Background: an optimization exercise with open tools, aiming at small area, a short achievable clock period and few clock cycles. Do not read the settings as production practice. Where RTL was checked, it was by simulation tests only, not by an equivalence proof against the original. No functional check of the RTL was part of runs 3 to 5. Power is estimated from default activity; no workload was simulated.

## flow/config.mk

```make
export PLATFORM = sky130hd
export DESIGN_NAME = script_lexer_tokenizer_unit
export DESIGN_NICKNAME = script_lexer_tokenizer_unit
export VERILOG_FILES = /design/flow/design.v
export SDC_FILE = /design/flow/constraint.sdc
export NUM_CORES = 4
export LEC_CHECK = 0
export ABC_CLOCK_PERIOD_IN_PS = 3000
export CAP_MARGIN = 20
export CORE_MARGIN = 2
export CORE_UTILIZATION = 40
export SLEW_MARGIN = 20
```

## flow/constraint.sdc

```tcl
create_clock -name core_clock -period 11.0 [get_ports {i_clk}]
set_input_delay 2.2000 -clock core_clock [delete_from_list [all_inputs] [get_ports {i_clk}]]
set_output_delay 2.2000 -clock core_clock [all_outputs]
set_load 0.01 [all_outputs]
```

## flow/design.v

```verilog
    localparam [19:0] POS_CAP  = 20'hFFFFF;
    localparam [15:0] LINE_CAP = 16'hFFFF;
    localparam [5:0] K_LPAREN  = 6'd0;
    localparam [5:0] K_RPAREN  = 6'd1;
    localparam [5:0] K_LBRACE  = 6'd2;
    localparam [5:0] K_RBRACE  = 6'd3;
    localparam [5:0] K_COMMA   = 6'd4;
    localparam [5:0] K_DOT     = 6'd5;
    localparam [5:0] K_MINUS   = 6'd6;
    localparam [5:0] K_PLUS    = 6'd7;
    localparam [5:0] K_SEMI    = 6'd8;
    localparam [5:0] K_SLASH   = 6'd9;
    localparam [5:0] K_STAR    = 6'd10;
    localparam [5:0] K_BANG    = 6'd11;
    localparam [5:0] K_EQUAL   = 6'd13;
    localparam [5:0] K_GREATER = 6'd15;
    localparam [5:0] K_LESS    = 6'd17;
    localparam [5:0] K_IDENT   = 6'd19;
    localparam [5:0] K_STRING  = 6'd20;
    localparam [5:0] K_NUMBER  = 6'd21;
    localparam [5:0] K_KW_BASE = 6'd22;
    localparam [5:0] K_END     = 6'd38;
    localparam [5:0] K_ERROR   = 6'd39;
    localparam [3:0] S_IDLE    = 4'd0;
    localparam [3:0] S_OP      = 4'd1;
    localparam [3:0] S_SLASH   = 4'd2;
    localparam [3:0] S_COMMENT = 4'd3;
    localparam [3:0] S_STR     = 4'd4;
    localparam [3:0] S_IDENT   = 4'd5;
    localparam [3:0] S_INT     = 4'd6;
    localparam [3:0] S_INTDOT  = 4'd7;
    localparam [3:0] S_FRAC    = 4'd8;
    function automatic is_digit(input [7:0] c);
        is_digit = (c >= 8'h30) && (c <= 8'h39);
    endfunction
    function automatic is_alpha(input [7:0] c);
        is_alpha = ((c >= 8'h61) && (c <= 8'h7A)) || ((c >= 8'h41) && (c <= 8'h5A)) ||
                   (c == 8'h5F);
    endfunction
    function automatic [5:0] single_kind(input [7:0] c);
        case (c)
            "(": single_kind = K_LPAREN;
            ")": single_kind = K_RPAREN;
            "{": single_kind = K_LBRACE;
            "}": single_kind = K_RBRACE;
            ",": single_kind = K_COMMA;
            ".": single_kind = K_DOT;
            "-": single_kind = K_MINUS;
            "+": single_kind = K_PLUS;
            ";": single_kind = K_SEMI;
            default: single_kind = K_STAR;
        endcase
    endfunction
    function automatic is_single(input [7:0] c);
        case (c)
            "(", ")", "{", "}", ",", ".", "-", "+", ";", "*": is_single = 1'b1;
            default: is_single = 1'b0;
        endcase
    endfunction
    function automatic [5:0] op_kind(input [7:0] c);
        case (c)
            "=":     op_kind = K_EQUAL;
            ">":     op_kind = K_GREATER;
            "<":     op_kind = K_LESS;
            default: op_kind = K_BANG;
        endcase
    endfunction
    localparam [5:0] KW_ROOT = 6'd1;
    function automatic [5:0] kw_step(input [5:0] s, input [7:0] c);
        begin
            kw_step = 6'd0;
            case (s)
                6'd1: case (c)
                    "a": kw_step = 6'd2;
                    "c": kw_step = 6'd5;
                    "e": kw_step = 6'd10;
                    "f": kw_step = 6'd14;
                    "i": kw_step = 6'd23;
                    "n": kw_step = 6'd25;
                    "o": kw_step = 6'd28;
                    "p": kw_step = 6'd30;
                    "r": kw_step = 6'd35;
                    "s": kw_step = 6'd41;
                    "t": kw_step = 6'd46;
                    "v": kw_step = 6'd53;
                    "w": kw_step = 6'd56;
                    default: ;
                endcase
                6'd2: case (c)
                    "n": kw_step = 6'd3;
                    default: ;
                endcase
                6'd3: case (c)
                    "d": kw_step = 6'd4;
                    default: ;
                endcase
                6'd5: case (c)
                    "l": kw_step = 6'd6;
                    default: ;
                endcase
                6'd6: case (c)
                    "a": kw_step = 6'd7;
                    default: ;
                endcase
                6'd7: case (c)
                    "s": kw_step = 6'd8;
                    default: ;
                endcase
                6'd8: case (c)
                    "s": kw_step = 6'd9;
                    default: ;
                endcase
                6'd10: case (c)
                    "l": kw_step = 6'd11;
                    default: ;
                endcase
                6'd11: case (c)
                    "s": kw_step = 6'd12;
                    default: ;
                endcase
                6'd12: case (c)
                    "e": kw_step = 6'd13;
                    default: ;
                endcase
                6'd14: case (c)
                    "a": kw_step = 6'd15;
                    "o": kw_step = 6'd21;
                    "u": kw_step = 6'd19;
                    default: ;
                endcase
                6'd15: case (c)
                    "l": kw_step = 6'd16;
                    default: ;
                endcase
                6'd16: case (c)
                    "s": kw_step = 6'd17;
                    default: ;
                endcase
                6'd17: case (c)
                    "e": kw_step = 6'd18;
                    default: ;
                endcase
                6'd19: case (c)
                    "n": kw_step = 6'd20;
                    default: ;
                endcase
                6'd21: case (c)
                    "r": kw_step = 6'd22;
                    default: ;
                endcase
                6'd23: case (c)
                    "f": kw_step = 6'd24;
                    default: ;
                endcase
                6'd25: case (c)
                    "i": kw_step = 6'd26;
                    default: ;
                endcase
                6'd26: case (c)
                    "l": kw_step = 6'd27;
                    default: ;
                endcase
                6'd28: case (c)
                    "r": kw_step = 6'd29;
                    default: ;
                endcase
                6'd30: case (c)
                    "r": kw_step = 6'd31;
                    default: ;
                endcase
                6'd31: case (c)
                    "i": kw_step = 6'd32;
                    default: ;
                endcase
                6'd32: case (c)
                    "n": kw_step = 6'd33;
                    default: ;
                endcase
                6'd33: case (c)
                    "t": kw_step = 6'd34;
                    default: ;
                endcase
                6'd35: case (c)
                    "e": kw_step = 6'd36;
                    default: ;
                endcase
                6'd36: case (c)
                    "t": kw_step = 6'd37;
                    default: ;
                endcase
                6'd37: case (c)
                    "u": kw_step = 6'd38;
                    default: ;
                endcase
                6'd38: case (c)
                    "r": kw_step = 6'd39;
                    default: ;
                endcase
                6'd39: case (c)
                    "n": kw_step = 6'd40;
                    default: ;
                endcase
                6'd41: case (c)
                    "u": kw_step = 6'd42;
                    default: ;
                endcase
                6'd42: case (c)
                    "p": kw_step = 6'd43;
                    default: ;
                endcase
                6'd43: case (c)
                    "e": kw_step = 6'd44;
                    default: ;
                endcase
                6'd44: case (c)
                    "r": kw_step = 6'd45;
                    default: ;
                endcase
                6'd46: case (c)
                    "h": kw_step = 6'd47;
                    "r": kw_step = 6'd50;
                    default: ;
                endcase
                6'd47: case (c)
                    "i": kw_step = 6'd48;
                    default: ;
                endcase
                6'd48: case (c)
                    "s": kw_step = 6'd49;
                    default: ;
                endcase
                6'd50: case (c)
                    "u": kw_step = 6'd51;
                    default: ;
                endcase
                6'd51: case (c)
                    "e": kw_step = 6'd52;
                    default: ;
                endcase
                6'd53: case (c)
                    "a": kw_step = 6'd54;
                    default: ;
                endcase
                6'd54: case (c)
                    "r": kw_step = 6'd55;
                    default: ;
                endcase
                6'd56: case (c)
                    "h": kw_step = 6'd57;
                    default: ;
                endcase
                6'd57: case (c)
                    "i": kw_step = 6'd58;
                    default: ;
                endcase
                6'd58: case (c)
                    "l": kw_step = 6'd59;
                    default: ;
                endcase
                6'd59: case (c)
                    "e": kw_step = 6'd60;
                    default: ;
                endcase
                default: ;
            endcase
        end
    endfunction
    function automatic [5:0] kw_kind(input [5:0] s);
        begin
            case (s)
                6'd4: kw_kind = 6'd22;
                6'd9: kw_kind = 6'd23;
                6'd13: kw_kind = 6'd24;
                6'd18: kw_kind = 6'd25;
                6'd20: kw_kind = 6'd26;
                6'd22: kw_kind = 6'd27;
                6'd24: kw_kind = 6'd28;
                6'd27: kw_kind = 6'd29;
                6'd29: kw_kind = 6'd30;
                6'd34: kw_kind = 6'd31;
                6'd40: kw_kind = 6'd32;
                6'd45: kw_kind = 6'd33;
                6'd49: kw_kind = 6'd34;
                6'd52: kw_kind = 6'd35;
                6'd55: kw_kind = 6'd36;
                6'd60: kw_kind = 6'd37;
                default: kw_kind = 6'd19;
            endcase
        end
    endfunction
`timescale 1ns / 1ps
module script_lexer_tokenizer_unit (
    input  logic        i_clk,
    input  logic        i_rst_n,
    input  logic        i_byte_valid,
    output logic        o_byte_ready,
    input  logic [7:0]  i_byte_ch,
    input  logic        i_byte_final,
    output logic        o_tok_valid,
    input  logic        i_tok_ready,
    output logic [5:0]  o_tok_kind,
    output logic [19:0] o_tok_start,
    output logic [19:0] o_tok_len,
    output logic [15:0] o_tok_line,
    output logic [15:0] o_tok_col,
    output logic [7:0]  o_tok_bad,
    output logic        o_tok_last
);
    localparam [19:0] POS_CAP  = 20'hFFFFF;
    localparam [15:0] LINE_CAP = 16'hFFFF;
    localparam [5:0] K_LPAREN  = 6'd0;
    localparam [5:0] K_RPAREN  = 6'd1;
    localparam [5:0] K_LBRACE  = 6'd2;
    localparam [5:0] K_RBRACE  = 6'd3;
    localparam [5:0] K_COMMA   = 6'd4;
    localparam [5:0] K_DOT     = 6'd5;
    localparam [5:0] K_MINUS   = 6'd6;
    localparam [5:0] K_PLUS    = 6'd7;
    localparam [5:0] K_SEMI    = 6'd8;
    localparam [5:0] K_SLASH   = 6'd9;
    localparam [5:0] K_STAR    = 6'd10;
    localparam [5:0] K_BANG    = 6'd11;
    localparam [5:0] K_EQUAL   = 6'd13;
    localparam [5:0] K_GREATER = 6'd15;
    localparam [5:0] K_LESS    = 6'd17;
    localparam [5:0] K_IDENT   = 6'd19;
    localparam [5:0] K_STRING  = 6'd20;
    localparam [5:0] K_NUMBER  = 6'd21;
    localparam [5:0] K_KW_BASE = 6'd22;
    localparam [5:0] K_END     = 6'd38;
    localparam [5:0] K_ERROR   = 6'd39;
    localparam [3:0] S_IDLE    = 4'd0;
    localparam [3:0] S_OP      = 4'd1;
    localparam [3:0] S_SLASH   = 4'd2;
    localparam [3:0] S_COMMENT = 4'd3;
    localparam [3:0] S_STR     = 4'd4;
    localparam [3:0] S_IDENT   = 4'd5;
    localparam [3:0] S_INT     = 4'd6;
    localparam [3:0] S_INTDOT  = 4'd7;
    localparam [3:0] S_FRAC    = 4'd8;
    function automatic is_digit(input [7:0] c);
        is_digit = (c >= 8'h30) && (c <= 8'h39);
    endfunction
    function automatic is_alpha(input [7:0] c);
        is_alpha = ((c >= 8'h61) && (c <= 8'h7A)) || ((c >= 8'h41) && (c <= 8'h5A)) ||
                   (c == 8'h5F);
    endfunction
    function automatic [5:0] single_kind(input [7:0] c);
        case (c)
            "(": single_kind = K_LPAREN;
            ")": single_kind = K_RPAREN;
            "{": single_kind = K_LBRACE;
            "}": single_kind = K_RBRACE;
            ",": single_kind = K_COMMA;
            ".": single_kind = K_DOT;
            "-": single_kind = K_MINUS;
            "+": single_kind = K_PLUS;
            ";": single_kind = K_SEMI;
            default: single_kind = K_STAR;
        endcase
    endfunction
    function automatic is_single(input [7:0] c);
        case (c)
            "(", ")", "{", "}", ",", ".", "-", "+", ";", "*": is_single = 1'b1;
            default: is_single = 1'b0;
        endcase
    endfunction
    function automatic [5:0] op_kind(input [7:0] c);
        case (c)
            "=":     op_kind = K_EQUAL;
            ">":     op_kind = K_GREATER;
            "<":     op_kind = K_LESS;
            default: op_kind = K_BANG;
        endcase
    endfunction
    localparam [5:0] KW_ROOT = 6'd1;
    function automatic [5:0] kw_step(input [5:0] s, input [7:0] c);
        begin
            kw_step = 6'd0;
            case (s)
                6'd1: case (c)
                    "a": kw_step = 6'd2;
                    "c": kw_step = 6'd5;
                    "e": kw_step = 6'd10;
                    "f": kw_step = 6'd14;
                    "i": kw_step = 6'd23;
                    "n": kw_step = 6'd25;
                    "o": kw_step = 6'd28;
                    "p": kw_step = 6'd30;
                    "r": kw_step = 6'd35;
                    "s": kw_step = 6'd41;
                    "t": kw_step = 6'd46;
                    "v": kw_step = 6'd53;
                    "w": kw_step = 6'd56;
                    default: ;
                endcase
                6'd2: case (c)
                    "n": kw_step = 6'd3;
                    default: ;
                endcase
                6'd3: case (c)
                    "d": kw_step = 6'd4;
                    default: ;
                endcase
                6'd5: case (c)
                    "l": kw_step = 6'd6;
                    default: ;
                endcase
                6'd6: case (c)
                    "a": kw_step = 6'd7;
                    default: ;
                endcase
                6'd7: case (c)
                    "s": kw_step = 6'd8;
                    default: ;
                endcase
                6'd8: case (c)
                    "s": kw_step = 6'd9;
                    default: ;
                endcase
                6'd10: case (c)
                    "l": kw_step = 6'd11;
                    default: ;
                endcase
                6'd11: case (c)
                    "s": kw_step = 6'd12;
                    default: ;
                endcase
                6'd12: case (c)
                    "e": kw_step = 6'd13;
                    default: ;
                endcase
                6'd14: case (c)
                    "a": kw_step = 6'd15;
                    "o": kw_step = 6'd21;
                    "u": kw_step = 6'd19;
                    default: ;
                endcase
                6'd15: case (c)
                    "l": kw_step = 6'd16;
                    default: ;
                endcase
                6'd16: case (c)
                    "s": kw_step = 6'd17;
                    default: ;
                endcase
                6'd17: case (c)
                    "e": kw_step = 6'd18;
                    default: ;
                endcase
                6'd19: case (c)
                    "n": kw_step = 6'd20;
                    default: ;
                endcase
                6'd21: case (c)
                    "r": kw_step = 6'd22;
                    default: ;
                endcase
                6'd23: case (c)
                    "f": kw_step = 6'd24;
                    default: ;
                endcase
                6'd25: case (c)
                    "i": kw_step = 6'd26;
                    default: ;
                endcase
                6'd26: case (c)
                    "l": kw_step = 6'd27;
                    default: ;
                endcase
                6'd28: case (c)
                    "r": kw_step = 6'd29;
                    default: ;
                endcase
                6'd30: case (c)
                    "r": kw_step = 6'd31;
                    default: ;
                endcase
                6'd31: case (c)
                    "i": kw_step = 6'd32;
                    default: ;
                endcase
                6'd32: case (c)
                    "n": kw_step = 6'd33;
                    default: ;
                endcase
                6'd33: case (c)
                    "t": kw_step = 6'd34;
                    default: ;
                endcase
                6'd35: case (c)
                    "e": kw_step = 6'd36;
                    default: ;
                endcase
                6'd36: case (c)
                    "t": kw_step = 6'd37;
                    default: ;
                endcase
                6'd37: case (c)
                    "u": kw_step = 6'd38;
                    default: ;
                endcase
                6'd38: case (c)
                    "r": kw_step = 6'd39;
                    default: ;
                endcase
                6'd39: case (c)
                    "n": kw_step = 6'd40;
                    default: ;
                endcase
                6'd41: case (c)
                    "u": kw_step = 6'd42;
                    default: ;
                endcase
                6'd42: case (c)
                    "p": kw_step = 6'd43;
                    default: ;
                endcase
                6'd43: case (c)
                    "e": kw_step = 6'd44;
                    default: ;
                endcase
                6'd44: case (c)
                    "r": kw_step = 6'd45;
                    default: ;
                endcase
                6'd46: case (c)
                    "h": kw_step = 6'd47;
                    "r": kw_step = 6'd50;
                    default: ;
                endcase
                6'd47: case (c)
                    "i": kw_step = 6'd48;
                    default: ;
                endcase
                6'd48: case (c)
                    "s": kw_step = 6'd49;
                    default: ;
                endcase
                6'd50: case (c)
                    "u": kw_step = 6'd51;
                    default: ;
                endcase
                6'd51: case (c)
                    "e": kw_step = 6'd52;
                    default: ;
                endcase
                6'd53: case (c)
                    "a": kw_step = 6'd54;
                    default: ;
                endcase
                6'd54: case (c)
                    "r": kw_step = 6'd55;
                    default: ;
                endcase
                6'd56: case (c)
                    "h": kw_step = 6'd57;
                    default: ;
                endcase
                6'd57: case (c)
                    "i": kw_step = 6'd58;
                    default: ;
                endcase
                6'd58: case (c)
                    "l": kw_step = 6'd59;
                    default: ;
                endcase
                6'd59: case (c)
                    "e": kw_step = 6'd60;
                    default: ;
                endcase
                default: ;
            endcase
        end
    endfunction
    function automatic [5:0] kw_kind(input [5:0] s);
        begin
            case (s)
                6'd4: kw_kind = 6'd22;
                6'd9: kw_kind = 6'd23;
                6'd13: kw_kind = 6'd24;
                6'd18: kw_kind = 6'd25;
                6'd20: kw_kind = 6'd26;
                6'd22: kw_kind = 6'd27;
                6'd24: kw_kind = 6'd28;
                6'd27: kw_kind = 6'd29;
                6'd29: kw_kind = 6'd30;
                6'd34: kw_kind = 6'd31;
                6'd40: kw_kind = 6'd32;
                6'd45: kw_kind = 6'd33;
                6'd49: kw_kind = 6'd34;
                6'd52: kw_kind = 6'd35;
                6'd55: kw_kind = 6'd36;
                6'd60: kw_kind = 6'd37;
                default: kw_kind = 6'd19;
            endcase
        end
    endfunction
    logic        r_bv, r_fin;
    logic [7:0]  r_ch;
    logic        r_bvb, r_finb;
    logic [7:0]  r_chb;
    logic        r_vout, r_lout;
    logic [3:0]  r_mode, n_mode;
    logic        r_pend, n_pend;     
    logic        r_plast, n_plast;   
    logic        r_post, n_post;     
    logic        r_endp, n_endp;     
    logic [5:0]  r_kind, n_kind;
    logic [5:0]  r_trie, n_trie;
    logic [19:0] r_tb, n_tb;
    logic [19:0] r_len, n_len;
    logic [19:0] r_pos, n_pos;
    logic [15:0] r_line, n_line;
    logic [15:0] r_col, n_col;
    logic [7:0]  r_bad, n_bad;
    logic        consume;
    wire [7:0] c        = r_ch;
    wire       c_dig    = is_digit(c);
    wire       c_alp    = is_alpha(c);
    wire       c_aln    = c_dig || c_alp;
    wire       c_single = is_single(c);
    wire       c_op     = (c == "!") || (c == "=") || (c == "<") || (c == ">");
    wire       c_slash  = (c == "/");
    wire       c_quote  = (c == "\"");
    wire       c_nl     = (c == 8'h0A);
    wire       c_ws     = (c == " ") || (c == 8'h0D) || (c == 8'h09);
    wire       c_eq     = (c == "=");
    wire       c_dot    = (c == ".");
    wire       c_err    = !(c_single || c_op || c_slash || c_quote || c_nl || c_ws || c_aln);
    wire        pos_sat = &r_pos;
    wire [19:0] pos_i   = pos_sat ? r_pos : r_pos + 20'd1;
    wire [19:0] len_i   = pos_sat ? r_len : r_len + 20'd1;
    wire [15:0] col_i   = (&r_col) ? r_col : r_col + 16'd1;
    wire [15:0] line_i  = (&r_line) ? r_line : r_line + 16'd1;
    logic terminates, closable;
    always_comb begin
        terminates = 1'b0;
        closable   = 1'b1;
        case (r_mode)
            S_OP:     terminates = !c_eq;
            S_SLASH:  terminates = !c_slash;
            S_IDENT:  terminates = !c_aln;
            S_INT:    terminates = !c_dig && !c_dot;
            S_INTDOT: terminates = !c_dig;
            S_FRAC:   terminates = !c_dig;
            default:  closable = 1'b0;
        endcase
    end
    assign o_tok_valid = r_vout;
    assign o_tok_last  = r_lout;
    assign o_tok_kind  = r_kind;
    assign o_tok_start = r_tb;
    assign o_tok_len   = r_len;
    assign o_tok_line  = r_line;
    assign o_tok_col   = r_col;
    assign o_tok_bad   = r_bad;
    wire stall = r_vout && !i_tok_ready;
    always_comb begin
        logic do_idle, hold;
        n_mode = r_mode; n_pend = r_pend; n_plast = r_plast; n_post = r_post;
        n_endp = r_endp; n_kind = r_kind; n_trie = r_trie; n_tb = r_tb; n_len = r_len;
        n_pos = r_pos; n_line = r_line; n_col = r_col; n_bad = r_bad;
        consume = 1'b0; do_idle = 1'b0; hold = 1'b0;
        if (!stall) begin
            n_pend = 1'b0; n_plast = 1'b1;
            if (r_endp) begin
                n_endp = 1'b0; n_post = 1'b0; n_mode = S_IDLE;
                n_pos = '0; n_line = 16'd1; n_col = '0;
                consume = 1'b1;
            end else if (r_post) begin
                if (r_mode == S_INTDOT) begin
                    n_tb = r_pos; n_len = {19'd0, !pos_sat}; n_pos = pos_i; n_col = col_i;
                    n_kind = K_DOT; n_bad = '0; n_pend = 1'b1; n_plast = 1'b0;
                    n_mode = S_IDLE;
                end else begin
                    n_tb = r_pos; n_len = '0; n_kind = K_END; n_bad = '0;
                    n_pend = 1'b1; n_plast = 1'b1; n_endp = 1'b1; n_mode = S_IDLE;
                end
            end else if (r_bv) begin
                case (r_mode)
                    S_OP: begin
                        if (c_eq) begin
                            n_pos = pos_i; n_col = col_i; n_len = len_i;
                            n_kind = r_kind + 6'd1; n_pend = 1'b1; n_mode = S_IDLE;
                        end else do_idle = 1'b1;
                    end
                    S_SLASH: begin
                        if (c_slash) begin
                            n_pos = pos_i; n_col = col_i; n_len = len_i; n_mode = S_COMMENT;
                        end else do_idle = 1'b1;
                    end
                    S_COMMENT: begin
                        if (!c_nl) begin
                            n_pos = pos_i; n_col = col_i;
                        end else do_idle = 1'b1;
                    end
                    S_STR: begin
                        if (c_nl) n_line = line_i;
                        n_pos = pos_i; n_col = col_i; n_len = len_i;
                        if (c_quote) begin
                            n_kind = K_STRING; n_pend = 1'b1; n_mode = S_IDLE;
                        end
                    end
                    S_IDENT: begin
                        if (c_aln) begin
                            n_trie = kw_step(r_trie, c); n_kind = kw_kind(n_trie);
                            n_pos = pos_i; n_col = col_i; n_len = len_i;
                        end else do_idle = 1'b1;
                    end
                    S_INT: begin
                        if (c_dig) begin
                            n_pos = pos_i; n_col = col_i; n_len = len_i;
                        end else if (c_dot) n_mode = S_INTDOT;
                        else do_idle = 1'b1;
                    end
                    S_FRAC: begin
                        if (c_dig) begin
                            n_pos = pos_i; n_col = col_i; n_len = len_i;
                        end else do_idle = 1'b1;
                    end
                    S_INTDOT: begin
                        hold = 1'b1;
                        if (c_dig) begin
                            n_pos = pos_i; n_col = col_i; n_len = len_i; n_mode = S_FRAC;
                        end else begin
                            n_tb = r_pos; n_len = {19'd0, !pos_sat}; n_pos = pos_i;
                            n_col = col_i; n_kind = K_DOT; n_bad = '0; n_pend = 1'b1;
                            n_plast = !r_fin && !c_single && !c_err; n_mode = S_IDLE;
                        end
                    end
                    default: do_idle = 1'b1;
                endcase
                if (do_idle) begin
                    n_tb = r_pos; n_pos = pos_i; n_col = col_i; n_len = {19'd0, !pos_sat};
                    n_bad = '0; n_mode = S_IDLE;
                    if (c_single) begin
                        n_kind = single_kind(c); n_pend = 1'b1;
                    end else if (c_op) begin
                        n_kind = op_kind(c); n_mode = S_OP;
                    end else if (c_slash) begin
                        n_kind = K_SLASH; n_mode = S_SLASH;
                    end else if (c_quote) begin
                        n_kind = K_STRING; n_mode = S_STR;
                    end else if (c_nl) begin
                        n_col = 16'd1; n_line = line_i;
                    end else if (c_dig) begin
                        n_kind = K_NUMBER; n_mode = S_INT;
                    end else if (c_alp) begin
                        n_trie = kw_step(KW_ROOT, c); n_kind = K_IDENT; n_mode = S_IDENT;
                    end else if (c_err) begin
                        n_kind = K_ERROR; n_len = 20'd1; n_bad = c; n_pend = 1'b1;
                    end
                end
                if (!hold) begin
                    if (r_fin) begin
                        n_post = 1'b1; n_plast = 1'b0;
                    end else consume = 1'b1;
                end
            end
        end
    end
    wire       accept = i_byte_valid && !r_bvb;
    wire       a_free = !r_bv || consume;
    logic       x_bv, x_fin;
    logic [7:0] x_ch;
    always_comb begin
        if (!a_free) begin
            x_bv = 1'b1; x_ch = r_ch; x_fin = r_fin;
        end else if (r_bvb) begin
            x_bv = 1'b1; x_ch = r_chb; x_fin = r_finb;
        end else begin
            x_bv = accept; x_ch = i_byte_ch; x_fin = i_byte_final;
        end
    end
    logic x_term, x_closable;
    always_comb begin
        x_term = 1'b0;
        x_closable = 1'b1;
        case (n_mode)
            S_OP:     x_term = (x_ch != "=");
            S_SLASH:  x_term = (x_ch != "/");
            S_IDENT:  x_term = !(is_digit(x_ch) || is_alpha(x_ch));
            S_INT:    x_term = !is_digit(x_ch) && (x_ch != ".");
            S_INTDOT: x_term = !is_digit(x_ch);
            S_FRAC:   x_term = !is_digit(x_ch);
            default:  x_closable = 1'b0;
        endcase
    end
    wire x_tokbyte = is_single(x_ch) ||
                     !(is_digit(x_ch) || is_alpha(x_ch) || (x_ch == "!") || (x_ch == "=") ||
                       (x_ch == "<") || (x_ch == ">") || (x_ch == "/") || (x_ch == "\"") ||
                       (x_ch == 8'h0A) || (x_ch == " ") || (x_ch == 8'h0D) || (x_ch == 8'h09));
    wire x_close = x_bv && !n_post && x_term;
    assign o_byte_ready = !r_bvb;
    always_ff @(posedge i_clk) begin
        if (!i_rst_n) begin
            r_bv <= 1'b0; r_bvb <= 1'b0; r_vout <= 1'b0;
        end else begin
            r_bv  <= x_bv;
            r_bvb <= !a_free && (r_bvb || accept);
            r_vout <= n_pend || x_close || (n_post && x_closable);
        end
    end
    always_ff @(posedge i_clk) begin
        r_ch  <= x_ch;
        r_fin <= x_fin;
        if (accept) begin
            r_chb  <= i_byte_ch;
            r_finb <= i_byte_final;
        end
        r_lout <= n_pend ? n_plast :
                  x_close && !x_fin && (n_mode != S_INTDOT) && !x_tokbyte;
    end
    always_ff @(posedge i_clk) begin
        if (!i_rst_n) begin
            r_mode <= S_IDLE; r_pend <= 1'b0; r_post <= 1'b0; r_endp <= 1'b0;
            r_pos <= '0; r_line <= 16'd1; r_col <= '0;
        end else begin
            r_mode <= n_mode; r_pend <= n_pend; r_post <= n_post; r_endp <= n_endp;
            r_pos <= n_pos; r_line <= n_line; r_col <= n_col;
        end
    end
    always_ff @(posedge i_clk) begin
        r_plast <= n_plast; r_kind <= n_kind; r_trie <= n_trie; r_tb <= n_tb;
        r_len <= n_len; r_bad <= n_bad;
    end
endmodule
```

## flow/run.sh

```bash
#!/bin/bash
# synth_recipe.tcl (not shown) runs the flow's synth.tcl, then flattens the netlist and writes it again
# the make line also repeats each setting of config.mk as NAME=value (left out here)
make -C /OpenROAD-flow-scripts/flow DESIGN_CONFIG=/design/flow/config.mk WORK_HOME=/design/flow/orfs CLKGATE_MAP_FILE= SYNTH_SCRIPT=/design/flow/synth_recipe.tcl finish
```

==> key figures, run 1 <==
Min path
  • Hold WC Path Type: reg2reg

Clock tree
  • Max clock buf depth: 2
  • Root buffer cell: clkbuf_16
  • Number of post-CTS setup repair buffers: 0
  • Cts hold-fix bufs: 0
  • CTS buffer count: 17
  • H-Tree Depth: 4
  • Clock-pin slew on the worst setup and hold paths: around 0.060 ns
  • Sink Count: 142
  • CTS tree: yes
  • Clock latency (worst-skew pair): about 0.43 ns
  • # resized after CTS: 0

Layout
  • Syn-to-layout area delta: 16.5%
  • Antenna cells: 0
  • Commonest non-fill, non-tap cells in the layout: 123 x nor2_1, 104 x nand2_1, 101 x clkdlybuf4s50_1
  • Final instance area: 12300 um^2
  • Nets: ~1400
  • Layout cells sized above 1: under 10%
  • Commonest non-fill, non-tap cell in the layout: nor2_1
  • Fill count: 2569

Power and ir drop
  • P_int: roughly 1100 uW
  • Pleak: around 0.0043 uW
  • Cell Pwr Density: around 140 nW/um^2
  • Sw frac: a little over a third
  • VDD IR-drop max: approximately 82 uV
  • Clk pwr share: approximately 30%
  • NetSw: between 600 and 700 uW
  • Seq pwr share: about two fifths
  • Combinational power share: 29.9%

STA
  • Final Setup Violations: 0
  • Clock skew: 0.0160 ns
  • Crit share post-route: around 53%
  • Tmin final: slightly below 6 ns
  • Worst slew pin tran: 1.10 ns
  • Final Max Tran Viols: 0
  • Setup TNS Final: 0 ns
  • Rel. slew slack: approximately 26%
  • RSZ-0062 raised after global routing: false
  • Hold Fails Final Rpt: 0
  • FMAX: 173 MHz

Detailed routing
  • Pre-Repair DR Iteration Count: 8
  • Final wirelength: around 35000 um
  • Wire per inst: approximately 21 um
  • Number of DRC markers in iteration 0: between 1000 and 1500
  • Vias per Instance: 6.34
  • # DRC: 0
  • Via count: 10672
  • Routed Antenna Nets: 0

Synth
  • Most used DFF post-synth: dfxtp_1
  • Seq/Total Area, Yosys: approximately a third
  • Yosys warning count: 1
  • Synth Instances: 1280
  • Asr flop ratio synth: 0%
  • Netlist cell types: 97
  • Post-synth EDFFs: just under 70
  • Synthesized net count: between 1000 and 1500
  • Avg Cell Area, Syn: 8.26 um^2
  • Synthesized area: 10600 um^2
  • Seq cells post-synth: 142

Critical path
  • Data arrival, critical path: between 6 and 7 ns
  • Crit. End Element: flip-flop
  • Crit-path max FO: 21
  • Crit start category: input pin
  • Path type of the worst setup path: in2reg
  • Worst path required time: roughly 11 ns

Floorplan
  • Die width: roughly 170 um
  • Initial Util: between 40% and 50%
  • Die Ht: about 170 um
  • I/O Pins: 102
  • Die area: approximately 28000 um^2
  • Core Area: 26000 um^2
  • Num rows: 59

Global route
  • Congestion Overflow GR: 0
  • Total GRT Usage: roughly 25%
  • First-pass GRT wire length: between 50000 and 60000 um
  • Initial antenna violation count: 0
  • Vias in the first global route: a little over 10000
  • Largest net degree at the start of global routing: 42

Outcome
  • Status: no timing/DRC/antenna violations

Placed design
  • DP HPWL: 24700 um
  • Final GP Congestion: between 0.9 and 1
  • Cell Area, Placed: 11800 um^2
  • I/O Buffers: approximately 100

Run
  • Max-Cap Viols: 0
[critical path, cell delays in order]
cell and delay [ns]:
clkdlybuf4s50_1 0.49, nand2b_1 0.46, nand3_1 0.64, inv_1 0.84, a221o_1 0.28, a31oi_2 0.09, or4b_1 0.56, nand3_1 0.10
a31oi_1 0.13, o41ai_2 0.32
[cells in the mapped netlist (all sizes together) (8+ instances only)]
cell       n  area [um^2]
edfxtp    69         2070
mux2      11          124
or3       10         62.6
xor2      31          272
nor4      26          178
a21boi    11         82.6
o21a       8         60.1
buf       34          194
and2      21          134
nor3      55          275
dfxtp     73         1460
o31ai     14          119
o21ai     70          350
xnor2     15          131
o211ai    17          133
nor3b     13         97.6
or2        8         50.1
a21oi     69          349
nand2    105          397
inv       22         82.6
o2111ai   10         87.6
ha         9          113
nor2     124          465
nor2b     18          113
mux2i     20          204
nand4     34          213
and4      13          114
a31oi     16          106
or4b       9         93.8
nand4b     8         70.1
a211oi    11         82.6
nor4bb    11          110
and3      37          231
nand3     56          280
o22ai     11         68.8
clkbuf    52          195
nand2b    23          144
[power by group through the flow]
stage / Combinational, uW / Sequential (uW) / Clock (uW)
6_report: 530 / 708 / 536
3_3_place_gp: 518 / 719 / 0
5_1_grt: 573 / 717 / 571
3_5_place_dp: 521 / 717 / 0
2_1_floorplan: 339 / 691 / 0
4_1_cts: 524 / 706 / 548
[sequential cells by signal, summed over array words and instances (netlist names), 4 cells and up]
register and count:
r_col 16, r_tb 20, r_kind 6, r_ch 8, r_line 16, r_len 20
r_chb 8, r_trie 6, r_mode 4, r_bad 8, r_pos 20
[cell families after synthesis]
kind of cell    Yosys count  synth area share, %
simple gates            607                 31.8
compound gates          336                 22.3
flops                   142                 33.4
buf+inv                 109                 4.50
xor+xnor                 46                 3.81
mux                      31                 3.10
fa+ha+maj                 9                 1.06
[per-stage QoR]
stage / instances / setup slack (ns) / power, uW / hold slack [ns] / util (%)
global route: 1683 / 4.97 / 1860 / 0.461 / 47.4
global placement: 1650 / 4.93 / 1240 / 0.420 / 45.3
CTS: 1683 / 5.28 / 1780 / 0.445 / 47.4
floorplan: 1280 / 6.46 / 1030 / 0.408 / -
detailed placement: 1651 / 4.81 / 1240 / 0.428 / 45.4
finish: 1683 / 5.22 / 1770 / 0.442 / 47.4
[final cells by class]
cell class                      instances  area (um^2)  share of cell area (%)
Multi-Input combinational cell       1029         6580                    53.4
Sequential cell                       142         3530                    28.7
Timing Repair Buffer                  122         1180                    9.55
Clock buffer                           20          437                    3.54
Tap cell                              335          419                    3.40
Clock inverter                         12         90.1                   0.731
Inverter                               23         86.3                   0.701
[worst paths after layout]
path         slack, ns  cells past startpoint   endpoint   startpoint
max reg2reg       6.73                     10  r_kind[1]      r_ch[3]
min               0.44                      0   r_tb[10]    r_pos[10]
max               5.22                     10     r_lout  i_tok_ready
min reg2reg       0.44                      0   r_tb[10]    r_pos[10]
[layer usage]
metal,GRT usage (%),share of wire (%),vias to the layer above
li1,-,-,5028
met1,34.4,45,5033
met2,37.5,44,514
met3,4.16,7.6,97
met4,10.0,3.4,0
met5,0,0,-
Testbench counts, summed over its fixed seeds: cycles 22,580.
==> inputs of run 2 (changes only) <==
--- a/flow/config.mk
+++ b/flow/config.mk
@@ -7,3 +7,2 @@
 export LEC_CHECK = 0
-export ABC_CLOCK_PERIOD_IN_PS = 3000
 export CAP_MARGIN = 20
==> key figures, run 2 <==
Critical path
  • Data arrival, critical path: around 6 ns
  • Crit start category: input pin
  • Path type of the worst setup path: in2reg
  • Crit. End Element: flip-flop
  • Worst path required time: roughly 11 ns
  • Crit-path max FO: 21

Clock tree
  • H-Tree Depth: 4
  • Clock-pin slew on the worst setup and hold paths: 0.06 ns
  • Sink Count: roughly 140
  • Clock latency (worst-skew pair): 0.43 ns
  • Number of post-CTS setup repair buffers: 0
  • Cts hold-fix bufs: 0
  • # resized after CTS: 0
  • Root buffer cell: clkbuf_16
  • CTS buffer count: 17
  • CTS tree: yes
  • Max clock buf depth: 2

STA
  • Clock skew: 0.0160 ns
  • Hold Fails Final Rpt: 0
  • Crit share post-route: 52.5%
  • Tmin final: between 5 and 6 ns
  • Worst slew pin tran: 1.10 ns
  • Final Max Tran Viols: 0
  • RSZ-0062 raised after global routing: false
  • Final Setup Violations: 0
  • FMAX: 173 MHz
  • Setup TNS Final: 0 ns
  • Post-route setup slack: around 5.2 ns
  • Rel. slew slack: between 20 and 30%

Placed design
  • Worst slack at placement: 4.81 ns
  • I/O Buffers: approximately 100
  • Final GP Congestion: 0.958
  • DP HPWL: about 25000 um
  • Cell Area, Placed: 11800 um^2

Floorplan
  • I/O Pins: 102
  • Die width: about 170 um
  • Die Ht: between 150 and 200 um
  • Initial Util: between 40% and 50%
  • Core Area: approximately 26000 um^2
  • Num rows: 59
  • Die area: ~28000 um^2

Detailed routing
  • Final wirelength: about 35000 um
  • Number of DRC markers in iteration 0: 1044
  • Via count: ~11000
  • Pre-Repair DR Iteration Count: 8
  • Routed Antenna Nets: 0
  • # DRC: 0
  • Vias per Instance: around 6.3
  • Wire per inst: 20.8 um

Min path
  • Hold WC Path Type: reg2reg

Global route
  • Total GRT Usage: 24.5%
  • First-pass GRT wire length: between 50000 and 60000 um
  • Largest net degree at the start of global routing: 42
  • Congestion Overflow GR: 0
  • Initial antenna violation count: 0
  • Vias in the first global route: ~10000

Synth
  • Synthesized area: 10600 um^2
  • Netlist cell types: slightly below 100
  • Yosys warning count: 1
  • Synth Instances: ~1300
  • Seq cells post-synth: 142
  • Asr flop ratio synth: 0%
  • Post-synth top cells: 124 x nor2_1, 104 x nand2_1, 73 x dfxtp_1
  • Most numerous cell in the Yosys netlist: nor2_1
  • Synthesized net count: around 1300
  • Dominant cells by area after synthesis: edfxtp_1 20%, dfxtp_1 14%, nor2_1 4.4%
  • Area leader, netlist: edfxtp_1
  • Post-synth EDFFs: 69
  • Avg Cell Area, Syn: 8.26 um^2
  • Seq/Total Area, Yosys: between 30% and 40%
  • Most used DFF post-synth: dfxtp_1
  • Share of the synthesized area in the top cell type: roughly a fifth

Layout
  • Commonest non-fill, non-tap cell in the layout: nor2_1
  • Final core utilization: a little under half
  • Antenna cells: 0
  • Nets: about 1400
  • Layout cells sized above 1: 8.09%
  • Commonest non-fill, non-tap cells in the layout: 123 x nor2_1, 104 x nand2_1, 101 x clkdlybuf4s50_1
  • Final instance area: ~12000 um^2
  • Syn-to-layout area delta: 16.5%
  • Top Registers: r_len x20, r_pos x20, r_tb x20

Outcome
  • Status: no timing/DRC/antenna violations

Run
  • Max-Cap Viols: 0

Power and ir drop
  • Cell Pwr Density: between 100 and 150 nW/um^2
  • VDD IR-drop max: ~82 uV
  • Pleak: about 0.0043 uW
## run 2: cell counts in the layout (fill, tap and decap cells not counted)
No cell type changed its count.
## run 2: where the power goes
group | switching [uW] | total (uW) | internal, uW
Sequential | 79.9 | 708 | 628
Combinational | 321 | 530 | 209
Clock | 246 | 536 | 291
## run 2: final timing paths
kind | startpoint | to | slack, ns | depth (start not counted)
max | i_tok_ready | r_lout | 5.22 | 10
min | r_pos[10] | r_tb[10] | 0.44 | 0
max reg2reg | r_ch[3] | r_kind[1] | 6.73 | 10
min reg2reg | r_pos[10] | r_tb[10] | 0.44 | 0
## run 2: cells by family after synthesis
family          count (synthesis)  synth area share [%]
compound gates                336                  22.3
xor+xnor                       46                  3.81
fa+ha+maj                       9                  1.06
buf+inv                       109                  4.50
flops                         142                  33.4
mux                            31                  3.10
simple gates                  607                  31.8
## run 2: area by class of cell
| type | instances | area, um^2 |
|---|---|---|
| inverter | 23 | 86.3 |
| clock buffer | 20 | 437 |
| timing repair buffer | 122 | 1180 |
| multi-input combinational | 1029 | 6580 |
| tap | 335 | 419 |
| fill | 2569 | 13700 |
| sequential | 142 | 3530 |
| clock inverter | 12 | 90.1 |
## run 2: metrics by stage
step                cells  total power (uW)  hold WS, ns
global route         1683              1860        0.461
finish               1683              1770        0.442
CTS                  1683              1780        0.445
floorplan            1280              1030        0.408
detailed placement   1651              1240        0.428
global placement     1650              1240        0.420
## run 2: worst max-delay path, stage by stage
cell             delay [ns]
clkdlybuf4s50_1        0.49
nand2b_1               0.46
nand3_1                0.64
inv_1                  0.84
a221o_1                0.28
a31oi_2                0.09
or4b_1                 0.56
nand3_1                0.10
a31oi_1                0.13
o41ai_2                0.32
## run 2: per-layer routing
| metal | up-vias | part of all wire, % | track usage, % |
|---|---|---|---|
| li1 | 5028 | - | - |
| met3 | 97 | 7.6 | 4.16 |
| met5 | - | 0 | 0 |
| met4 | 0 | 3.4 | 10.0 |
| met2 | 514 | 44 | 37.5 |
| met1 | 5033 | 45 | 34.4 |
==> inputs of run 3 (changes only) <==
--- a/flow/design.v
+++ b/flow/design.v
@@ -664,3 +664,3 @@
         consume = 1'b0; do_idle = 1'b0; hold = 1'b0;
-        if (!stall) begin
+        begin
             n_pend = 1'b0; n_plast = 1'b1;
@@ -763,3 +763,3 @@
     wire       accept = i_byte_valid && !r_bvb;
-    wire       a_free = !r_bv || consume;
+    wire       a_free = !r_bv || consume;    
     logic       x_bv, x_fin;
@@ -799,5 +799,10 @@
         end else begin
-            r_bv  <= x_bv;
-            r_bvb <= !a_free && (r_bvb || accept);
-            r_vout <= n_pend || x_close || (n_post && x_closable);
+            if (!stall) begin
+                r_bv   <= x_bv;
+                r_bvb  <= !a_free && (r_bvb || accept);
+                r_vout <= n_pend || x_close || (n_post && x_closable);
+            end else begin
+                if (!r_bv) r_bv <= accept;
+                r_bvb <= r_bv && (r_bvb || accept);
+            end
         end
@@ -805,4 +810,11 @@
     always_ff @(posedge i_clk) begin
-        r_ch  <= x_ch;
-        r_fin <= x_fin;
+        if (!stall) begin
+            r_ch  <= x_ch;
+            r_fin <= x_fin;
+            r_lout <= n_pend ? n_plast :
+                      x_close && !x_fin && (n_mode != S_INTDOT) && !x_tokbyte;
+        end else if (!r_bv) begin
+            r_ch  <= i_byte_ch;
+            r_fin <= i_byte_final;
+        end
         if (accept) begin
@@ -811,4 +823,2 @@
         end
-        r_lout <= n_pend ? n_plast :
-                  x_close && !x_fin && (n_mode != S_INTDOT) && !x_tokbyte;
     end
@@ -818,3 +828,3 @@
             r_pos <= '0; r_line <= 16'd1; r_col <= '0;
-        end else begin
+        end else if (!stall) begin
             r_mode <= n_mode; r_pend <= n_pend; r_post <= n_post; r_endp <= n_endp;
@@ -824,4 +834,6 @@
     always_ff @(posedge i_clk) begin
-        r_plast <= n_plast; r_kind <= n_kind; r_trie <= n_trie; r_tb <= n_tb;
-        r_len <= n_len; r_bad <= n_bad;
+        if (!stall) begin
+            r_plast <= n_plast; r_kind <= n_kind; r_trie <= n_trie; r_tb <= n_tb;
+            r_len <= n_len; r_bad <= n_bad;
+        end
     end
==> key figures, run 3 <==
STA
  • Worst slew pin tran: 1.12 ns
  • Final Setup Violations: 0
  • Tmin final: 5.08 ns
  • RSZ-0062 raised after global routing: false
  • Rel. slew slack: between 20% and 30%
  • Hold Fails Final Rpt: 0
  • Crit share post-route: 46.2%
  • Final Max Tran Viols: 0
  • Setup TNS Final: 0 ns
  • Clock skew: between 0.03 and 0.04 ns
  • FMAX: roughly 200 MHz

Critical path
  • Path type of the worst setup path: in2reg
  • Reg2reg setup slack: around 6.3 ns
  • Worst path required time: 11.33 ns
  • Crit start category: input pin
  • Slowest stage delay, CP: 0.80 ns
  • Cells along the critical path: clkdlybuf4s50_1 -> nor2b_2 -> buf_4 -> inv_1 -> nand3_1 -> clkinv_1 -> o21ai_1 -> buf_4 -> inv_1 -> o211ai_1 -> o21ai_1
  • Crit-path slowest cell: clkinv_1
  • Data arrival, critical path: 5.41 ns
  • Reg2reg path depth: 14
  • Crit-path max FO: 28
  • Crit. End Element: flip-flop

Synth
  • Post-synth top cells: 127 x nor2_1, 108 x nand2_1, 79 x edfxtp_1
  • Netlist cell types: between 100 and 150
  • Most numerous cell in the Yosys netlist: nor2_1
  • Post-synth EDFFs: 79
  • Dominant cells by area after synthesis: edfxtp_1 22%, dfxtp_1 11%, nor2_1 4.4%
  • Seq/Total Area, Yosys: ~33%
  • Yosys warning count: 1
  • Area leader, netlist: edfxtp_1
  • Asr flop ratio synth: 0%
  • Synth Instances: around 1300
  • Share of the synthesized area in the top cell type: between 20 and 25%
  • Most used DFF post-synth: edfxtp_1
  • Synthesized area: between 10000 and 15000 um^2
  • Avg Cell Area, Syn: approximately 8.4 um^2
  • Synthesized net count: 1304
  • Seq cells post-synth: between 100 and 150

Layout
  • Top Registers: r_len x20, r_pos x20, r_tb x20
  • Commonest non-fill, non-tap cells in the layout: 127 x nor2_1, 108 x nand2_1, 101 x clkdlybuf4s50_1
  • Sequential Area: roughly 3600 um^2
  • Antenna cells: 0
  • Multi-input logic area: around 6700 um^2
  • Layout cells sized above 1: 8.56%
  • Nets: about 1400
  • Fill count: around 2600
  • Commonest non-fill, non-tap cell in the layout: nor2_1
  • Syn-to-layout area delta: 16.1%

Detailed routing
  • Pre-Repair DR Iteration Count: 8
  • Routed Antenna Nets: 0
  • Wire per inst: approximately 21 um
  • # DRC: 0
  • Vias per Instance: roughly 6.3
  • Via count: 10656
  • Final wirelength: 34900 um
  • Number of DRC markers in iteration 0: ~1300

Clock tree
  • Number of post-CTS setup repair buffers: 0
  • CTS buffer count: 17
  • Clock-pin slew on the worst setup and hold paths: around 0.070 ns
  • Max clock buf depth: 2
  • Root buffer cell: clkbuf_16
  • H-Tree Depth: 4
  • Clock latency (worst-skew pair): roughly 0.44 ns
  • CTS tree: yes
  • Sink Count: 140
  • Cts hold-fix bufs: 0
  • # resized after CTS: 0

Floorplan
  • Die width: ~170 um
  • I/O Pins: a little over 100
  • Die area: roughly 28000 um^2
  • Num rows: 60
  • Initial Util: a little over 40%
  • Core Area: about 27000 um^2
  • Die Ht: between 150 and 200 um

Global route
  • Vias in the first global route: around 9900
  • Congestion Overflow GR: 0
  • Initial antenna violation count: 0
  • Largest net degree at the start of global routing: 50
  • Total GRT Usage: 24.4%
  • First-pass GRT wire length: roughly 55000 um

Power and ir drop
  • Total power: between 2000 and 3000 uW
  • Sw frac: between 40% and 50%
  • Pleak: around 0.0042 uW
  • Clk pwr share: approximately a fifth
  • Combinational power share: 46.5%
  • Seq pwr share: between 30 and 40%
  • P_int: 1520 uW
  • NetSw: about 1200 uW
  • Cell Pwr Density: 220 nW/um^2
  • VDD IR-drop max: 179 uV

Placed design
  • DP HPWL: 24900 um
  • I/O Buffers: ~100
  • Final GP Congestion: 0.975

Min path
  • Hold WC Path Type: reg2reg
  • Hold path depth: 0

Outcome
  • Status: no timing/DRC/antenna violations

Run
  • Max-Cap Viols: 0
==> run 3: cell count changes after synthesis, moves of 7 or more <==
| cell | previous run | this run |
|---|---|---|
| dfxtp_1 | 73 | 61 |
| a21boi_0 | 11 | 3 |
| and3_1 | 37 | 26 |
| o31ai_1 | 13 | 6 |
| clkbuf_1 | 52 | 36 |
| buf_2 | 20 | 33 |
| nor3_1 | 55 | 43 |
| nor4_1 | 25 | 18 |
| edfxtp_1 | 69 | 79 |
| inv_1 | 22 | 30 |
| nand2b_1 | 23 | 13 |
==> run 3: kinds of logic after synthesis <==
family,count (synthesis),synth area share (%)
AND/OR/NAND/NOR,616,33.1
AO/OA/AOI/OAI,321,20.9
flip-flops,140,33.4
buffers and inverters,117,4.85
XOR/XNOR,50,4.07
multiplexers,24,2.34
adder cells (fa/ha/maj),12,1.37
==> run 3: routing by layer <==
metal,GRT usage [%],share of wire (%)
met1,35.0,45
met3,5.45,9.8
met2,36.6,44
met4,7.22,1.8
met5,0,0
==> run 3: layout make-up <==
type | instances | area share (%)
Sequential cell | 140 | 28.8
Clock inverter | 15 | 1.19
Tap cell | 341 | 3.41
Clock buffer | 17 | 3.40
Timing Repair Buffer | 116 | 8.99
Multi-Input combinational cell | 1023 | 53.3
Inverter | 33 | 0.991
==> run 3: power groups by stage <==
stage | registers, uW | logic, uW | clock network, uW
final | 898 | 1280 | 572
after global routing | 914 | 1380 | 607
after CTS | 894 | 1250 | 587
after detailed placement | 905 | 1250 | 0
after global placement | 902 | 1250 | 0
after floorplan | 859 | 828 | 0
==> run 3: final timing paths <==
path,start,to
worst max-delay path,i_tok_ready,r_line[9]
worst min-delay path,r_pos[18],r_tb[18]
worst max register to register,r_ch[5],r_kind[5]
worst min register to register,r_pos[18],r_tb[18]
==> run 3: per-stage QoR <==
step / std cells / hold slack, ns / worst slack (ns) / util, % / instance area [um^2]
3_5_place_dp: 1653 / 0.454 / 5.42 / 44.7 / 11900
3_3_place_gp: 1653 / 0.461 / 5.49 / 44.7 / 11900
4_1_cts: 1685 / 0.483 / 5.90 / 46.9 / 12500
6_report: 1685 / 0.486 / 5.92 / 46.9 / 12500
5_1_grt: 1685 / 0.502 / 5.57 / 46.9 / 12500
2_1_floorplan: 1280 / 0.432 / 5.94 / - / 10800
==> run 3: critical path: cells and delay by family <==
kind	cells	cell delay, ns
simple gates	2	0.63
compound gates	3	0.49
buf+inv	6	2.09
==> inputs of run 4 (changes only) <==
==> flow/flow/run.sh (new file) <==
#!/bin/bash
# Standard layout, with ORFS's timing repair asked to leave more setup slack
# than the clock needs (the clock, constraints and steps are unchanged).
set -euo pipefail
export SETUP_SLACK_MARGIN=6.5
bash standard.sh > standard_flow.log 2>&1
==> flow/standard.sh (new file) <==
#!/bin/bash
# synth_recipe.tcl (not shown) runs the flow's synth.tcl, then flattens the netlist and writes it again
# the make line also repeats each setting of config.mk as NAME=value (left out here)
make -C /OpenROAD-flow-scripts/flow DESIGN_CONFIG=/design/flow/config.mk WORK_HOME=/design/flow/orfs CLKGATE_MAP_FILE= SYNTH_SCRIPT=/design/flow/synth_recipe.tcl "${@:-finish}"
removed: flow/run.sh
==> key figures, run 4 <==
Clock tree
  • CTS buffer count: 17
  • H-Tree Depth: 4
  • Max clock buf depth: 2
  • CTS tree: yes
  • Clock latency (worst-skew pair): 0.44 ns
  • Root buffer cell: clkbuf_16
  • Clock-pin slew on the worst setup and hold paths: ~0.07 ns
  • Sink Count: 140

Layout
  • Antenna cells: 0
  • Layout cells sized above 1: approximately a tenth
  • Commonest non-fill, non-tap cell in the layout: nor2_1
  • Commonest non-fill, non-tap cells in the layout: 127 x nor2_1, 108 x nand2_1, 100 x clkdlybuf4s50_1
  • Nets: ~1400
  • Fill count: 2519
  • Top Registers: r_len x20, r_pos x20, r_tb x20
  • Syn-to-layout area delta: 18.1%

Synth
  • Asr flop ratio synth: 0%
  • Avg Cell Area, Syn: approximately 8.4 um^2
  • Post-synth top cells: 127 x nor2_1, 108 x nand2_1, 79 x edfxtp_1
  • Synthesized area: approximately 11000 um^2
  • Post-synth EDFFs: between 70 and 80
  • Seq cells post-synth: 140
  • Share of the synthesized area in the top cell type: approximately 22%
  • Most used DFF post-synth: edfxtp_1
  • Synthesized net count: between 1000 and 1500
  • Netlist cell types: 113
  • Most numerous cell in the Yosys netlist: nor2_1
  • Dominant cells by area after synthesis: edfxtp_1 22%, dfxtp_1 11%, nor2_1 4.4%
  • Area leader, netlist: edfxtp_1
  • Synth Instances: about 1300
  • Seq/Total Area, Yosys: between 30 and 40%
  • Yosys warning count: 1

Critical path
  • Worst path required time: between 10 and 15 ns
  • Cells along the critical path: clkdlybuf4s50_1 -> mux2_2 -> mux2i_4 -> inv_2 -> or4b_1 -> a311oi_1 -> o211ai_1 -> o211ai_2 -> a41o_1
  • Slowest stage delay, CP: ~0.55 ns
  • Crit start category: input pin
  • Crit-path max FO: 14
  • Crit. End Element: flip-flop
  • CP Buf/Inv Count: 2
  • Path type of the worst setup path: in2reg
  • Crit-path slowest cell: or4b_1
  • Data arrival, critical path: 4.64 ns
  • Crit-path leading delay family: compound AO/OA/AOI/OAI gates

Global route
  • Largest net degree at the start of global routing: 50
  • First-pass GRT wire length: 54600 um
  • M1 GR Usage: 34.8%
  • Met3 usage: just under 5%
  • Congestion Overflow GR: 0
  • Layer with the highest usage: met2
  • Vias in the first global route: around 9700
  • Initial antenna violation count: 0
  • Met2 GRT Util: between 30% and 40%
  • Total GRT Usage: 24.2%

Detailed routing
  • Routed Antenna Nets: 0
  • # DRC: 0
  • Pre-Repair DR Iteration Count: 6
  • Final wirelength: 34800 um
  • Wire per inst: slightly above 20 um
  • Via count: approximately 11000
  • Number of DRC markers in iteration 0: around 1300
  • Vias per Instance: ~6.3

Power and ir drop
  • Pleak: ~0.0042 uW
  • Total power: 2810 uW
  • VDD IR-drop max: ~230 uV
  • Cell Pwr Density: 221 nW/um^2

STA
  • Worst slew pin tran: between 0.9 and 1 ns
  • Setup TNS Final: 0 ns
  • Post-route setup slack: roughly 6.7 ns
  • Final Setup Violations: 0
  • RSZ-0062 raised after global routing: false
  • Rel. slew slack: ~38%
  • Final Max Tran Viols: 0
  • Crit share post-route: between 30% and 40%
  • Tmin final: ~4.3 ns
  • Hold Fails Final Rpt: 0
  • FMAX: 231 MHz
  • Clock skew: approximately 0.029 ns

Floorplan
  • Initial Util: slightly above 40%
  • Num rows: 60
  • Die area: between 20000 and 30000 um^2
  • Die Ht: between 150 and 200 um
  • Core Area: around 27000 um^2
  • Die width: 168 um
  • I/O Pins: about 100

Run
  • Max-Cap Viols: 0

Placed design
  • Worst slack at placement: roughly 5.3 ns
  • DP HPWL: ~25000 um
  • I/O Buffers: 101
  • Final GP Congestion: around 0.98

Outcome
  • Status: no timing/DRC/antenna violations

Min path
  • Hold WC Path Type: reg2reg
==> run 4: worst paths after layout <==
kind | startpoint | to | slack (ns) | cells past startpoint
setup / recovery | i_byte_ch[4] | r_lout | 6.67 | 9
hold / removal | r_pos[6] | r_tb[6] | 0.47 | 0
setup reg to reg | r_trie[5] | r_kind[5] | 6.71 | 11
hold reg to reg | r_pos[6] | r_tb[6] | 0.47 | 0
==> run 4: cell type report <==
class                   instances  area [um^2]  share of cell area, %
multi-input cells            1023         6730                   52.9
clock inverters                15          194                   1.53
well taps                     341          427                   3.36
clock buffers                  17          425                   3.35
inverters                      33          129                   1.01
repair buffers                127         1220                   9.57
flip-flops and latches        140         3590                   28.3
==> run 4: what timing repair did <==
item / in CTS / in global routing
buffers inserted: 1 / 8
hold buffers: 0 / 0
endpoints found under the setup margin: 46 / 47
resized for setup: 6 / 13
==> run 4: per-layer routing <==
metal / vias to the layer above / share of wire (%)
li1: 5037 / -
met1: 5100 / 46
met2: 450 / 45
met3: 50 / 7.5
met4: 0 / 1.6
met5: - / 0
==> run 4: per-stage QoR <==
step | utilization [%] | cells | area [um^2] | hold WS, ns
6_report | 47.7 | 1696 | 12700 | 0.471
5_1_grt | 47.7 | 1696 | 12700 | 0.502
4_1_cts | 47.3 | 1688 | 12600 | 0.479
3_5_place_dp | 44.8 | 1655 | 11900 | 0.463
3_3_place_gp | 44.8 | 1655 | 11900 | 0.453
2_1_floorplan | - | 1280 | 10800 | 0.432
==> run 4: cells by family after synthesis <==
kind of cell / count (synthesis) / share of synthesized area, %
compound gates: 321 / 20.9
xor+xnor: 50 / 4.07
fa+ha+maj: 12 / 1.37
buf+inv: 117 / 4.85
flops: 140 / 33.4
mux: 24 / 2.34
simple gates: 616 / 33.1
==> run 4: where the power goes <==
part	switching (uW)	total (uW)	leakage (uW)	internal (uW)
clock network	281	592	0.000299	310
registers	118	844	0.00127	726
logic	868	1380	0.00268	509
total	1270	2810	0.00425	1540
==> inputs of run 5 (changes only) <==
--- a/flow/design.v
+++ b/flow/design.v
@@ -775,20 +775,26 @@
     end
-    logic x_term, x_closable;
-    always_comb begin
-        x_term = 1'b0;
-        x_closable = 1'b1;
-        case (n_mode)
-            S_OP:     x_term = (x_ch != "=");
-            S_SLASH:  x_term = (x_ch != "/");
-            S_IDENT:  x_term = !(is_digit(x_ch) || is_alpha(x_ch));
-            S_INT:    x_term = !is_digit(x_ch) && (x_ch != ".");
-            S_INTDOT: x_term = !is_digit(x_ch);
-            S_FRAC:   x_term = !is_digit(x_ch);
-            default:  x_closable = 1'b0;
+    function automatic term_of(input [3:0] m, input [7:0] ch);
+        case (m)
+            S_OP:     term_of = (ch != "=");
+            S_SLASH:  term_of = (ch != "/");
+            S_IDENT:  term_of = !(is_digit(ch) || is_alpha(ch));
+            S_INT:    term_of = !is_digit(ch) && (ch != ".");
+            S_INTDOT: term_of = !is_digit(ch);
+            S_FRAC:   term_of = !is_digit(ch);
+            default:  term_of = 1'b0;
         endcase
-    end
-    wire x_tokbyte = is_single(x_ch) ||
-                     !(is_digit(x_ch) || is_alpha(x_ch) || (x_ch == "!") || (x_ch == "=") ||
-                       (x_ch == "<") || (x_ch == ">") || (x_ch == "/") || (x_ch == "\"") ||
-                       (x_ch == 8'h0A) || (x_ch == " ") || (x_ch == 8'h0D) || (x_ch == 8'h09));
+    endfunction
+    function automatic tokbyte_of(input [7:0] ch);
+        tokbyte_of = is_single(ch) ||
+                     !(is_digit(ch) || is_alpha(ch) || (ch == "!") || (ch == "=") ||
+                       (ch == "<") || (ch == ">") || (ch == "/") || (ch == "\"") ||
+                       (ch == 8'h0A) || (ch == " ") || (ch == 8'h0D) || (ch == 8'h09));
+    endfunction
+    wire x_closable = (n_mode == S_OP) || (n_mode == S_SLASH) || (n_mode == S_IDENT) ||
+                      (n_mode == S_INT) || (n_mode == S_INTDOT) || (n_mode == S_FRAC);
+    wire t_a = term_of(n_mode, r_ch),      k_a = tokbyte_of(r_ch);
+    wire t_b = term_of(n_mode, r_chb),     k_b = tokbyte_of(r_chb);
+    wire t_i = term_of(n_mode, i_byte_ch), k_i = tokbyte_of(i_byte_ch);
+    wire x_term    = !a_free ? t_a : r_bvb ? t_b : t_i;
+    wire x_tokbyte = !a_free ? k_a : r_bvb ? k_b : k_i;
     wire x_close = x_bv && !n_post && x_term;
==> key figures, run 5 <==
Layout
  • Syn-to-layout area delta: 17.7%
  • Nets: 1336
  • Layout cells sized above 1: 7.85%
  • Multi-input logic area: between 6000 and 7000 um^2
  • Final non-filler cell total: 1660
  • Commonest non-fill, non-tap cells in the layout: 136 x nor2_1, 110 x nand2_1, 101 x clkdlybuf4s50_1
  • Antenna cells: 0
  • Top Registers: r_len x20, r_pos x20, r_tb x20
  • Commonest non-fill, non-tap cell in the layout: nor2_1
  • Fill count: 2497
  • Sequential Area: around 3600 um^2

Clock tree
  • Clock latency (worst-skew pair): 0.43 ns
  • Max clock buf depth: 2
  • CTS buffer count: 17
  • H-Tree Depth: 4
  • CTS tree: yes
  • Clock-pin slew on the worst setup and hold paths: 0.07 ns
  • Root buffer cell: clkbuf_16
  • Sink Count: 140

Critical path
  • Path type of the worst setup path: reg2reg
  • Crit-path max FO: 13
  • Data arrival, critical path: 4.63 ns
  • Crit start category: flip-flop
  • Worst path required time: between 10 and 15 ns
  • Crit. End Element: flip-flop

Placed design
  • I/O Buffers: between 100 and 150
  • Placed cells: roughly 1600
  • DP HPWL: 24500 um
  • Final GP Congestion: about 0.97

Synth
  • Seq cells post-synth: 140
  • Post-synth EDFFs: 79
  • Dominant cells by area after synthesis: edfxtp_1 23%, dfxtp_1 12%, nor2_1 4.9%
  • Yosys warning count: 1
  • Seq/Total Area, Yosys: 34.5%
  • Synthesized area: ~10000 um^2
  • Share of the synthesized area in the top cell type: around 23%
  • Most used DFF post-synth: edfxtp_1
  • Most numerous cell in the Yosys netlist: nor2_1
  • Netlist cell types: around 90
  • Asr flop ratio synth: 0%
  • Post-synth top cells: 136 x nor2_1, 110 x nand2_1, 79 x edfxtp_1
  • Avg Cell Area, Syn: between 8 and 9 um^2
  • Synthesized net count: 1293
  • Synth Instances: approximately 1300
  • Area leader, netlist: edfxtp_1

STA
  • Setup TNS Final: 0 ns
  • RSZ-0062 raised after global routing: true
  • Rel. slew slack: 32.7%
  • Tmin final: 4.34 ns
  • Final Max Tran Viols: 0
  • Hold Fails Final Rpt: 0
  • FMAX: 231 MHz
  • Crit share post-route: between 30 and 40%
  • Worst slew pin tran: between 1 and 1.5 ns
  • Clock skew: around 0.016 ns
  • Hold Slack: around 0.49 ns
  • Final Setup Violations: 0

Global route
  • Vias in the first global route: about 9600
  • Congestion Overflow GR: 0
  • First-pass GRT wire length: 53600 um
  • Total GRT Usage: around a quarter
  • Largest net degree at the start of global routing: 43
  • Initial antenna violation count: 0

Floorplan
  • Die area: ~27000 um^2
  • Num rows: between 50 and 60
  • Core Area: 25800 um^2
  • Initial Util: 40.4%
  • Die width: 165 um
  • I/O Pins: 102
  • Die Ht: between 150 and 200 um

Run
  • Max-Cap Viols: 0

Outcome
  • Status: no timing/DRC/antenna violations

Detailed routing
  • Final wirelength: around 34000 um
  • Pre-Repair DR Iteration Count: 6
  • Vias per Instance: 6.25
  • Routed Antenna Nets: 0
  • Wire per inst: a little over 20 um
  • Via count: just over 10000
  • Number of DRC markers in iteration 0: 1030
  • # DRC: 0

Power and ir drop
  • Pleak: around 0.004 uW
  • Cell Pwr Density: approximately 200 nW/um^2
  • VDD IR-drop max: ~110 uV

Min path
  • Hold WC Path Type: reg2reg
-- run 5: final cells by class --
| cell class | count | area share (%) |
|---|---|---|
| multi-input cells | 1005 | 52.1 |
| flip-flops and latches | 140 | 29.4 |
| repair buffers | 118 | 9.30 |
| clock buffers | 17 | 3.48 |
| well taps | 335 | 3.42 |
| clock inverters | 15 | 1.40 |
| inverters | 30 | 0.951 |
-- run 5: worst paths after layout --
kind | cells past startpoint | slack [ns] | end | from
max reg2reg | 9 | 6.66 | r_lout | r_ch[6]
min reg2reg | 0 | 0.49 | r_tb[9] | r_pos[9]
max | 9 | 6.66 | r_lout | r_ch[6]
min | 0 | 0.49 | r_tb[9] | r_pos[9]
-- run 5: kinds of logic after synthesis --
group                    synth area share [%]
XOR/XNOR                                 4.21
buffers and inverters                    4.78
flip-flops                               34.5
AND/OR/NAND/NOR                          32.0
adder cells (fa/ha/maj)                  1.42
multiplexers                             2.56
AO/OA/AOI/OAI                            20.5
-- run 5: worst max-delay path, cell delays in order (launching register included) --
cell	delay, ns
edfxtp_1	0.64
nand4bb_1	0.40
nor2_1	0.83
o32a_2	0.33
nand3_1	0.44
a221oi_1	0.69
nor3_1	0.09
a221oi_1	0.38
o311a_1	0.24
a31o_1	0.16
-- run 5: per-stage QoR --
stage	instance area, um^2	worst slack [ns]	power, uW	utilization, %
after floorplan	10400	6.72	1460	-
after detailed placement	11600	5.90	1850	45.0
final	12200	6.66	2440	47.5
after CTS	12200	6.52	2430	47.4
after global placement	11600	5.98	1850	44.9
after global routing	12200	6.46	2580	47.5
-- run 5: power breakdown --
group          switching (uW)  internal, uW
logic                     595           403
clock network             268           306
registers                 156           707
-- run 5: what timing repair did --
item / in CTS / in global routing
endpoints found under the setup margin: 6 / 12
gates resized for setup: 1 / 4
setup buffers: 3 / 2
pin swaps: 0 / 0
hold buffers: 0 / 0
-- run 5: per-layer routing --
metal / up-vias / track usage, % / share of wire [%]
met1: 5002 / 35.7 / 46
met3: 57 / 3.92 / 6.1
met5: - / 0 / 0
met4: 0 / 7.55 / 2.6
met2: 397 / 38.4 / 45
li1: 4924 / - / -

[port drivers added, routing unchanged]
In the flow no input, the clock included, has a driving cell. The finished layouts below were timed again as built, in two steps.
Step 1: set_driving_cell puts a clkbuf_16 on i_clk and a buf_2 on each other input, an assumption about the parent block.
Step 2 also shifts input and output timing later by t, the mid clock arrival at the registers, as if the neighbouring blocks saw the same clock.
Slacks: ideal / step 1 / step 2; pairs: ideal / step 1.
run	t, ns	slack for setup (ns)	hold slack, ns
run 1	0.469	5.222 / 5.235 / 4.766	0.442 / 0.442 / 0.442
run 2	0.469	5.222 / 5.235 / 4.766	0.442 / 0.442 / 0.442
run 3	0.478	5.921 / 5.951 / 5.473	0.486 / 0.486 / 0.486
run 4	0.476	6.674 / 6.700 / 6.224	0.471 / 0.471 / 0.471
run 5	0.468	6.662 / 6.662 / 6.254	0.486 / 0.486 / 0.486
After both steps setup and hold are still met in every run listed.
